What follows belongs to an exercise in optimizing a design on an open flow for a short achievable clock period and few clock cycles; a production flow would make more cautious choices. In this exercise RTL edits were held to simulation tests only and were not proved equivalent to the original. Power figures rest on the tool's default switching activity, not on a simulated workload.

===== design.v =====
`default_nettype none
package swarq_pkg;
  localparam int unsigned WindowSlotsDef = 16;
  localparam int unsigned SeqW    = 32;
  localparam int unsigned HandleW = 16;
  localparam int unsigned LenW    = 16;
  localparam int unsigned CountW  = 5;
  localparam logic [1:0] REQ_DATA = 2'd0;
  localparam logic [1:0] REQ_ACK  = 2'd1;
  localparam logic [1:0] REQ_SENT = 2'd2;
  localparam logic [1:0] KIND_DELIVER = 2'd0;
  localparam logic [1:0] KIND_ACK     = 2'd1;
  localparam logic [1:0] KIND_STATUS  = 2'd2;
  typedef struct packed {
    logic [1:0]         req_type;
    logic [SeqW-1:0]    seq;
    logic [HandleW-1:0] payload_handle;
    logic [LenW-1:0]    payload_len;
  } in_req_t;
  typedef struct packed {
    logic [1:0]         result_kind;
    logic [HandleW-1:0] deliver_handle;
    logic [LenW-1:0]    deliver_len;
    logic [SeqW-1:0]    ack_seq;
    logic               accepted;
    logic [CountW-1:0]  freed_count;
    logic [CountW-1:0]  outstanding_count;
    logic               window_full;
    logic               closing;
    logic               last;
  } out_rsp_t;
  typedef struct packed {
    logic [HandleW-1:0] handle;
    logic [LenW-1:0]    len;
  } slot_data_t;
  typedef enum logic [2:0] {
    ST_IDLE,
    ST_DIFF,
    ST_EVAL,
    ST_DRAIN,
    ST_ACK,
    ST_CLOSE_ACK,
    ST_STATUS
  } state_e;
endpackage
`default_nettype wire
`default_nettype none
module swarq_slot_store #(
  parameter int unsigned WindowSlots = swarq_pkg::WindowSlotsDef,
  parameter int unsigned IdxW        = $clog2(WindowSlots)
) (
  input  wire                      clk_i,
  input  wire                      rst_ni,
  input  wire                      wr_en_i,
  input  wire  [IdxW-1:0]          wr_idx_i,
  input  wire  swarq_pkg::slot_data_t wr_data_i,
  input  wire                      clr_en_i,
  input  wire  [IdxW-1:0]          rd_idx_i,
  output logic                     rd_valid_o,
  output swarq_pkg::slot_data_t    rd_data_o
);
  logic [WindowSlots-1:0] valid_q;
  logic [WindowSlots-1:0][swarq_pkg::HandleW+swarq_pkg::LenW-1:0] data_q;
  always_ff @(posedge clk_i or negedge rst_ni) begin
    if (!rst_ni) begin
      valid_q <= '0;
    end else begin
      if (wr_en_i) begin
        valid_q[wr_idx_i] <= 1'b1;
      end
      if (clr_en_i) begin
        valid_q[rd_idx_i] <= 1'b0;
      end
    end
  end
  always_ff @(posedge clk_i) begin
    if (wr_en_i) begin
      data_q[wr_idx_i] <= wr_data_i;
    end
  end
  assign rd_valid_o = valid_q[rd_idx_i];
  assign rd_data_o  = swarq_pkg::slot_data_t'(data_q[rd_idx_i]);
endmodule
`default_nettype wire
`default_nettype none
module sliding_window_arq_endpoint #(
  parameter int unsigned WindowSlots = swarq_pkg::WindowSlotsDef
) (
  input  wire                   clk_i,
  input  wire                   rst_ni,
  input  wire                   in_valid_i,
  output logic                  in_ready_o,
  input  wire  [65:0]           in_req_i,
  output logic                  out_valid_o,
  input  wire                   out_ready_i,
  output logic [79:0]           out_rsp_o
);
  swarq_pkg::in_req_t           in_req;
  assign in_req = swarq_pkg::in_req_t'(in_req_i);
  localparam int unsigned IdxW = $clog2(WindowSlots);
  localparam int unsigned CntW = $clog2(WindowSlots + 1);
  localparam logic [swarq_pkg::SeqW-1:0] WinSeq  = swarq_pkg::SeqW'(WindowSlots);
  localparam logic [IdxW:0]   WinIdx  = (IdxW+1)'(WindowSlots);
  localparam logic [IdxW-1:0] LastIdx = IdxW'(WindowSlots - 1);
  localparam logic [CntW-1:0] WinCnt  = CntW'(WindowSlots);
  swarq_pkg::state_e            state_q, state_d;
  swarq_pkg::in_req_t           req_q;
  logic [swarq_pkg::SeqW-1:0]   diff_q, diff_d;
  logic              acc_q, acc_d;
  logic [CntW-1:0]   freed_q, freed_d;
  logic              full_q, full_d;
  logic [swarq_pkg::SeqW-1:0]   expected_q, expected_d;
  logic [IdxW-1:0]   head_q, head_d;
  logic [swarq_pkg::SeqW-1:0]   tx_base_q, tx_base_d;
  logic [CntW-1:0]   outst_q, outst_d;
  logic              closed_q, closed_d;
  logic              out_valid_q;
  swarq_pkg::out_rsp_t          out_q;
  logic              emit;
  swarq_pkg::out_rsp_t          rsp;
  logic              out_free;
  logic [swarq_pkg::SeqW-1:0]   alu_a, alu_b, alu_res;
  logic              alu_sub;
  logic              slot_wr_en;
  logic [IdxW-1:0]   slot_wr_idx;
  swarq_pkg::slot_data_t        slot_wr_data;
  logic              slot_clr_en;
  logic              slot_rd_valid;
  swarq_pkg::slot_data_t        slot_rd_data;
  logic              in_win;
  logic [IdxW:0]     idx_sum;
  logic [CntW-1:0]   diff_p1;
  logic [CntW-1:0]   freed_calc;
  logic              len_zero;
  assign alu_res = alu_sub ? (alu_a - alu_b) : (alu_a + alu_b);
  assign in_win   = (diff_q < WinSeq);
  assign len_zero = (req_q.payload_len == '0);
  assign out_free = !out_valid_q || out_ready_i;
  assign idx_sum = {1'b0, head_q} + {1'b0, diff_q[IdxW-1:0]};
  assign diff_p1    = CntW'(diff_q) + CntW'(1);
  assign freed_calc = (diff_p1 > outst_q) ? outst_q : diff_p1;
  assign slot_wr_data.handle = req_q.payload_handle;
  assign slot_wr_data.len    = req_q.payload_len;
  swarq_slot_store #(
    .WindowSlots (WindowSlots),
    .IdxW        (IdxW)
  ) u_slots (
    .clk_i      (clk_i),
    .rst_ni     (rst_ni),
    .wr_en_i    (slot_wr_en),
    .wr_idx_i   (slot_wr_idx),
    .wr_data_i  (slot_wr_data),
    .clr_en_i   (slot_clr_en),
    .rd_idx_i   (head_q),
    .rd_valid_o (slot_rd_valid),
    .rd_data_o  (slot_rd_data)
  );
  always_ff @(posedge clk_i or negedge rst_ni) begin
    if (!rst_ni) begin
      state_q     <= swarq_pkg::ST_IDLE;
      expected_q  <= '0;
      head_q      <= '0;
      tx_base_q   <= '0;
      outst_q     <= '0;
      closed_q    <= 1'b0;
      out_valid_q <= 1'b0;
    end else begin
      state_q    <= state_d;
      expected_q <= expected_d;
      head_q     <= head_d;
      tx_base_q  <= tx_base_d;
      outst_q    <= outst_d;
      closed_q   <= closed_d;
      if (emit) begin
        out_valid_q <= 1'b1;
      end else if (out_ready_i) begin
        out_valid_q <= 1'b0;
      end
    end
  end
  always_ff @(posedge clk_i) begin
    if (in_valid_i && in_ready_o) begin
      req_q <= in_req;
    end
    diff_q  <= diff_d;
    acc_q   <= acc_d;
    freed_q <= freed_d;
    full_q  <= full_d;
    if (emit) begin
      out_q <= rsp;
    end
  end
  always_comb begin
    state_d     = state_q;
    diff_d      = diff_q;
    acc_d       = acc_q;
    freed_d     = freed_q;
    full_d      = full_q;
    expected_d  = expected_q;
    head_d      = head_q;
    tx_base_d   = tx_base_q;
    outst_d     = outst_q;
    closed_d    = closed_q;
    alu_a       = req_q.seq;
    alu_b       = expected_q;
    alu_sub     = 1'b1;
    slot_wr_en  = 1'b0;
    slot_wr_idx = (idx_sum >= WinIdx) ? IdxW'(idx_sum - WinIdx) : idx_sum[IdxW-1:0];
    slot_clr_en = 1'b0;
    emit        = 1'b0;
    in_ready_o  = 1'b0;
    rsp                   = '0;
    rsp.accepted          = acc_q;
    rsp.outstanding_count = swarq_pkg::CountW'(outst_q);
    rsp.closing           = closed_q;
    case (state_q)
      swarq_pkg::ST_IDLE: begin
        in_ready_o = 1'b1;
        if (in_valid_i) begin
          state_d = swarq_pkg::ST_DIFF;
        end
      end
      swarq_pkg::ST_DIFF: begin
        alu_a = req_q.seq;
        alu_b = (req_q.req_type == swarq_pkg::REQ_DATA) ? expected_q : tx_base_q;
        alu_sub = 1'b1;
        diff_d  = alu_res;
        case (req_q.req_type)
          swarq_pkg::REQ_DATA, swarq_pkg::REQ_ACK, swarq_pkg::REQ_SENT: state_d = swarq_pkg::ST_EVAL;
          default:                     state_d = swarq_pkg::ST_IDLE;
        endcase
      end
      swarq_pkg::ST_EVAL: begin
        full_d  = 1'b0;
        freed_d = '0;
        acc_d   = 1'b0;
        case (req_q.req_type)
          swarq_pkg::REQ_DATA: begin
            acc_d      = in_win;
            slot_wr_en = in_win;
            if (len_zero) begin
              closed_d = 1'b1;
            end
            state_d = swarq_pkg::ST_DRAIN;
          end
          swarq_pkg::REQ_ACK: begin
            if (in_win) begin
              acc_d     = 1'b1;
              freed_d   = freed_calc;
              alu_a     = tx_base_q;
              alu_b     = swarq_pkg::SeqW'(freed_calc);
              alu_sub   = 1'b0;
              tx_base_d = alu_res;
              outst_d   = outst_q - freed_calc;
            end
            state_d = swarq_pkg::ST_STATUS;
          end
          default: begin
            if (outst_q < WinCnt) begin
              outst_d = outst_q + CntW'(1);
            end else begin
              full_d = 1'b1;
            end
            state_d = swarq_pkg::ST_STATUS;
          end
        endcase
      end
      swarq_pkg::ST_DRAIN: begin
        alu_a   = expected_q;
        alu_b   = swarq_pkg::SeqW'(1);
        alu_sub = 1'b0;
        if (!slot_rd_valid) begin
          state_d = swarq_pkg::ST_ACK;
        end else if (out_free) begin
          emit               = 1'b1;
          rsp.result_kind    = swarq_pkg::KIND_DELIVER;
          rsp.deliver_handle = slot_rd_data.handle;
          rsp.deliver_len    = slot_rd_data.len;
          slot_clr_en        = 1'b1;
          head_d             = (head_q == LastIdx) ? '0 : head_q + IdxW'(1);
          expected_d         = alu_res;
        end
      end
      swarq_pkg::ST_ACK, swarq_pkg::ST_CLOSE_ACK: begin
        alu_a   = expected_q;
        alu_b   = swarq_pkg::SeqW'(1);
        alu_sub = 1'b1;
        rsp.result_kind = swarq_pkg::KIND_ACK;
        rsp.ack_seq     = alu_res;
        rsp.last        = (state_q == swarq_pkg::ST_CLOSE_ACK) || !len_zero;
        if (out_free) begin
          emit = 1'b1;
          if (state_q == swarq_pkg::ST_ACK && len_zero) begin
            state_d = swarq_pkg::ST_CLOSE_ACK;
          end else begin
            state_d = swarq_pkg::ST_IDLE;
          end
        end
      end
      swarq_pkg::ST_STATUS: begin
        rsp.result_kind = swarq_pkg::KIND_STATUS;
        rsp.freed_count = swarq_pkg::CountW'(freed_q);
        rsp.window_full = full_q;
        rsp.last        = 1'b1;
        if (out_free) begin
          emit    = 1'b1;
          state_d = swarq_pkg::ST_IDLE;
        end
      end
      default: begin
        state_d = swarq_pkg::ST_IDLE;
      end
    endcase
  end
  assign out_valid_o = out_valid_q;
  assign out_rsp_o   = 80'(out_q);
endmodule
`default_nettype wire

===== run.sh =====
#!/bin/bash
# synth_recipe.tcl (not shown) runs the flow's synth.tcl, then flattens the netlist and writes it again
# the make line also repeats each setting of config.mk as NAME=value (left out here)
make -C /OpenROAD-flow-scripts/flow DESIGN_CONFIG=/design/flow/config.mk WORK_HOME=/design/flow/orfs CLKGATE_MAP_FILE= SYNTH_SCRIPT=/design/flow/synth_recipe.tcl finish

===== config.mk =====
export PLATFORM = sky130hd
export DESIGN_NAME = sliding_window_arq_endpoint
export DESIGN_NICKNAME = sliding_window_arq_endpoint
export VERILOG_FILES = /design/flow/design.v
export SDC_FILE = /design/flow/constraint.sdc
export NUM_CORES = 4
export LEC_CHECK = 0
export CAP_MARGIN = 20
export CORE_MARGIN = 2
export CORE_UTILIZATION = 40
export SLEW_MARGIN = 20

===== constraint.sdc =====
create_clock -name core_clock -period 8.0 [get_ports {clk_i}]
set_input_delay 1.6000 -clock core_clock [delete_from_list [all_inputs] [get_ports {clk_i}]]
set_output_delay 1.6000 -clock core_clock [all_outputs]
set_load 0.01 [all_outputs]

==> summary.txt <==
status=no timing/DRC/antenna violations; YS warnings=2; Post-synth EDFFs=697; number of synthesized register bits=791; top-count cell post-synth=edfxtp_1; XOR/XNOR Fraction of Synth Area=0.992%; crit path capture type=flip-flop; crit start category=flip-flop; crit path from=diff_q[0]$_DFFE_PP_; # rows=114; antenna diode count=0; vias per std cell=5.80; CP Cell Sequence=ha_1 -> nand3_1 -> xnor2_1 -> ha_1 -> nand4_1 -> o221ai_1 -> o21ai_1 -> o21ai_0 -> a21boi_0 -> ha_1 -> a31oi_1 -> a221oi_1 -> ha_1 -> a21o_1 -> a21o_1 -> a21o_1 -> a2111oi_1 -> o2111ai_1 -> o21ai_0 -> o211ai_1 -> mux2i_1 -> and2_1 -> nor2_1; Hold-fix buffers, CTS=0; total power after layout=21.3 mW; Final ANT Viol Nets=0; die area=99600 um2; Pleak=15.6 nW; capturing point of the worst reg2reg path=out_q[44]$_SDFFCE_PN0P_; cell mode on critical path=ha_1; Initial Util=40.3%; via count=23.6k; NumNets Final=2843; vias in the first global route=24.2k; first-pass GRT wire length=155000 um; Yosys top cell area share=53.9%; mux cell area share after synthesis=23.1%; initial antenna violation count=0; largest family of logic cells by synthesized area=multiplexers; dpl hpwl=60700 um; GRT overflow=0; CTS clk-pin slew, worst paths=70 ps; layout cells sized above 1=30.3%; Fmax=146 MHz; pin count of the biggest net entering global routing=173; Slew Limit Fails=0; crit path to=out_q[44]$_SDFFCE_PN0P_; top cell types by occurrence after synthesis=697 x edfxtp_1, 461 x mux2_2, 252 x nand2_1, 165 x mux4_2, 123 x o21ai_0; CP max FO=10; Synth Area in Adders=1.83%; Distinct cells, synth=68; Slew headroom=23.3%; final wirelength=103000 um; Sink Count=791; crit path time final=6850 ps; PwrDens=477 nW/um2; placed cell area=41700 um2; Post-Syn Area=38800 um2; Seq/Total Area, Yosys=60.0%; Die Wd=316 um; Final Hold Viols=0; clock latency (worst-skew pair)=670 ps; DR DRC count=0; Post-Synth Simple-Gate Area=5.79%; wire per inst=25.4 um; Net Count, Synth=2732; CP Data Required Time=8400 ps; CTS tree=built; minimum hold slack=445 ps; placed insts=3901; RSZ-0062 raised after global routing=false; IO buf count=151; gpl congestion=0.878; Setup Fix Bufs, Post-CTS=0; # setup viols final=0; Main synth FF type=edfxtp_1; CTS Buf Count=91; worst slew pin tran=1150 ps; clk buf depth=3; multi-input logic area=14700 um2; worst reg-to-reg path cell count=23; ys async rst share=11.9%; Total GRT Usage=20.6%; I/O pin cnt=152; Cells after Synth=2607; CTS H-Tree Depth=3; CP max stage delay=770 ps; Compound-Gate Fraction of Synth Area=5.72%; class of the worst hold path=reg -> reg; RR Startpoint=diff_q[0]$_DFFE_PP_; dominant cells by area after synthesis=edfxtp_1 54%, mux2_2 13%, mux4_2 9.6%, dfrtp_1 6.1%, nand2_1 2.4%; Reg area=23300 um2; Worst Clk Skew=34.9 ps; Max-Cap Viols=0; synth-to-layout area growth=15.1%; Placeable Area=96400 um2; Slowest-stage cell, CP=a31oi_1; fin area=44700 um2; DRT iter0 DRCs=2105; Crit Path Category=reg -> reg; TritonRoute pass-1 iters=6; Max VDD drop=722 uV; Avg Cell Area, Syn=14.9 um2; CTS root buffer=clkbuf_16; dominant cell type by area after synthesis=edfxtp_1; post-route insts no fill=4067; Post-CTS Resized=0; period utilisation layout=85.6%; DIE HEIGHT=316 um; Arr. time, crit path=7250 ps; fillers=8389; Worst R2R Setup Slack=1150 ps
-- worst max-delay path, delay by kind of cell, from the launching register on --
kind | cells | cell delay [ps]
xor gates and xnor gates | 1 | 180
AOI/OAI and AO/OA | 13 | 4040
DFF | 1 | 480
and+or+nand+nor | 4 | 490
adders and majority gates | 4 | 1180
muxes | 1 | 200
-- stage by stage --
step / setup TNS, ps / util [%] / setup slack (ps)
3_3_place_gp: 0 / 43.3 / 1450
3_5_place_dp: 0 / 43.3 / 1240
5_1_grt: 0 / 46.4 / 627
6_report: 0 / 46.4 / 1150
2_1_floorplan: -607580 / - / -1810
4_1_cts: 0 / 46.4 / 1180
-- cell usage in the layout (no fill, tap or decap), types with 15 or more instances in the layout --
cell type	count
nor2_1	65
a31oi_1	25
nor4_1	20
mux4_2	165
clkinv_1	19
clkinv_2	18
a221oi_1	27
clkbuf_1	18
buf_4	44
and2_1	56
xnor2_1	32
ha_1	52
inv_1	74
o21ai_0	122
a21o_1	24
dfrtp_1	90
a222oi_1	31
edfxtp_1	697
nand3_1	19
clkbuf_16	94
nand2_1	240
nor3_1	15
a21oi_1	50
clkdlybuf4s50_1	150
mux2_2	461
-- how the worst min path moves through the flow --
stage / startpoint / to / depth (start not counted)
2_1_floorplan: acc_q$_SDFFCE_PN0P_ / out_q[13]$_DFFE_PP_ / 0
3_3_place_gp: closed_q$_DFFE_PN0P_ / out_q[1]$_DFFE_PP_ / 0
3_5_place_dp: closed_q$_DFFE_PN0P_ / out_q[1]$_DFFE_PP_ / 0
4_1_cts: closed_q$_DFFE_PN0P_ / out_q[1]$_DFFE_PP_ / 0
5_1_grt: closed_q$_DFFE_PN0P_ / out_q[1]$_DFFE_PP_ / 0
6_report: acc_q$_SDFFCE_PN0P_ / out_q[13]$_DFFE_PP_ / 0
-- layer usage --
layer	up-vias	share of wire, %	GRT usage, %
li1	10400	-	-
met2	763	49	34.9
met1	12200	43	27.5
met5	-	0	0
met4	0	2.7	6.58
met3	174	5.2	2.79
-- kinds of logic (layout without fill, tap and decap cells) --
group,after synthesis,count (layout)
compound gates,337,337
xor+xnor,44,44
fa+ha+maj,55,55
buf+inv,255,439
flops,791,791
mux,634,634
simple gates,491,491
-- layout make-up --
cell class,instances,share of cell area [%]
well taps,1276,3.57
clock inverters,51,1.12
repair buffers,197,4.21
flip-flops and latches,791,52.1
multi-input cells,1561,32.8
inverters,76,0.638
clock buffers,115,5.51
-- report_power, final --
part           switching [mW]  internal [mW]
logic                    6.47           4.44
clock network            1.73           2.41
registers               0.550           5.72
-- registers in the layout, summed over array words and instances (netlist names) --
register	count
head_q	4
closed_q	1
acc_q	1
u_slots.valid_q	16
out_valid_q	1
state_q	3
u_slots.data_q	512
tx_base_q	32
diff_q	32
expected_q	32
full_q	1
req_q	66
outst_q	5
freed_q	5
out_q	80
Testbench counts, summed over its fixed seeds: cycles 18,312.

re-timing with driven ports:
How much do the figures lean on ideal ports? The routed layout below was timed once more, with nothing changed but the port constraints.
Step 1, drivers: a clkbuf_16 drives clk_i and a buf_2 each remaining input, both assumed.
Step 2, shift: input delay + t, output delay - t, t = (earliest + latest rising clock arrival at the registers) / 2. This alone moves slack from input paths to output paths.
a / b / c = no drivers / after step 1 / after step 2; a / b = the first two.
shift t [ns]: 0.730
setup slack, ns: 1.148 / 1.148 / 1.148
worst hold slack (ns): 0.445 / 0.445 / 0.445
worst register clock-pin slew, ns: 0.07 / 0.07
worst slew at a driven data input, ns: 0.08
After both steps setup and hold are still met in this run. For this run, drivers alone change the setup slack by 0.000 ns; drivers and shift together by 0.000 ns.
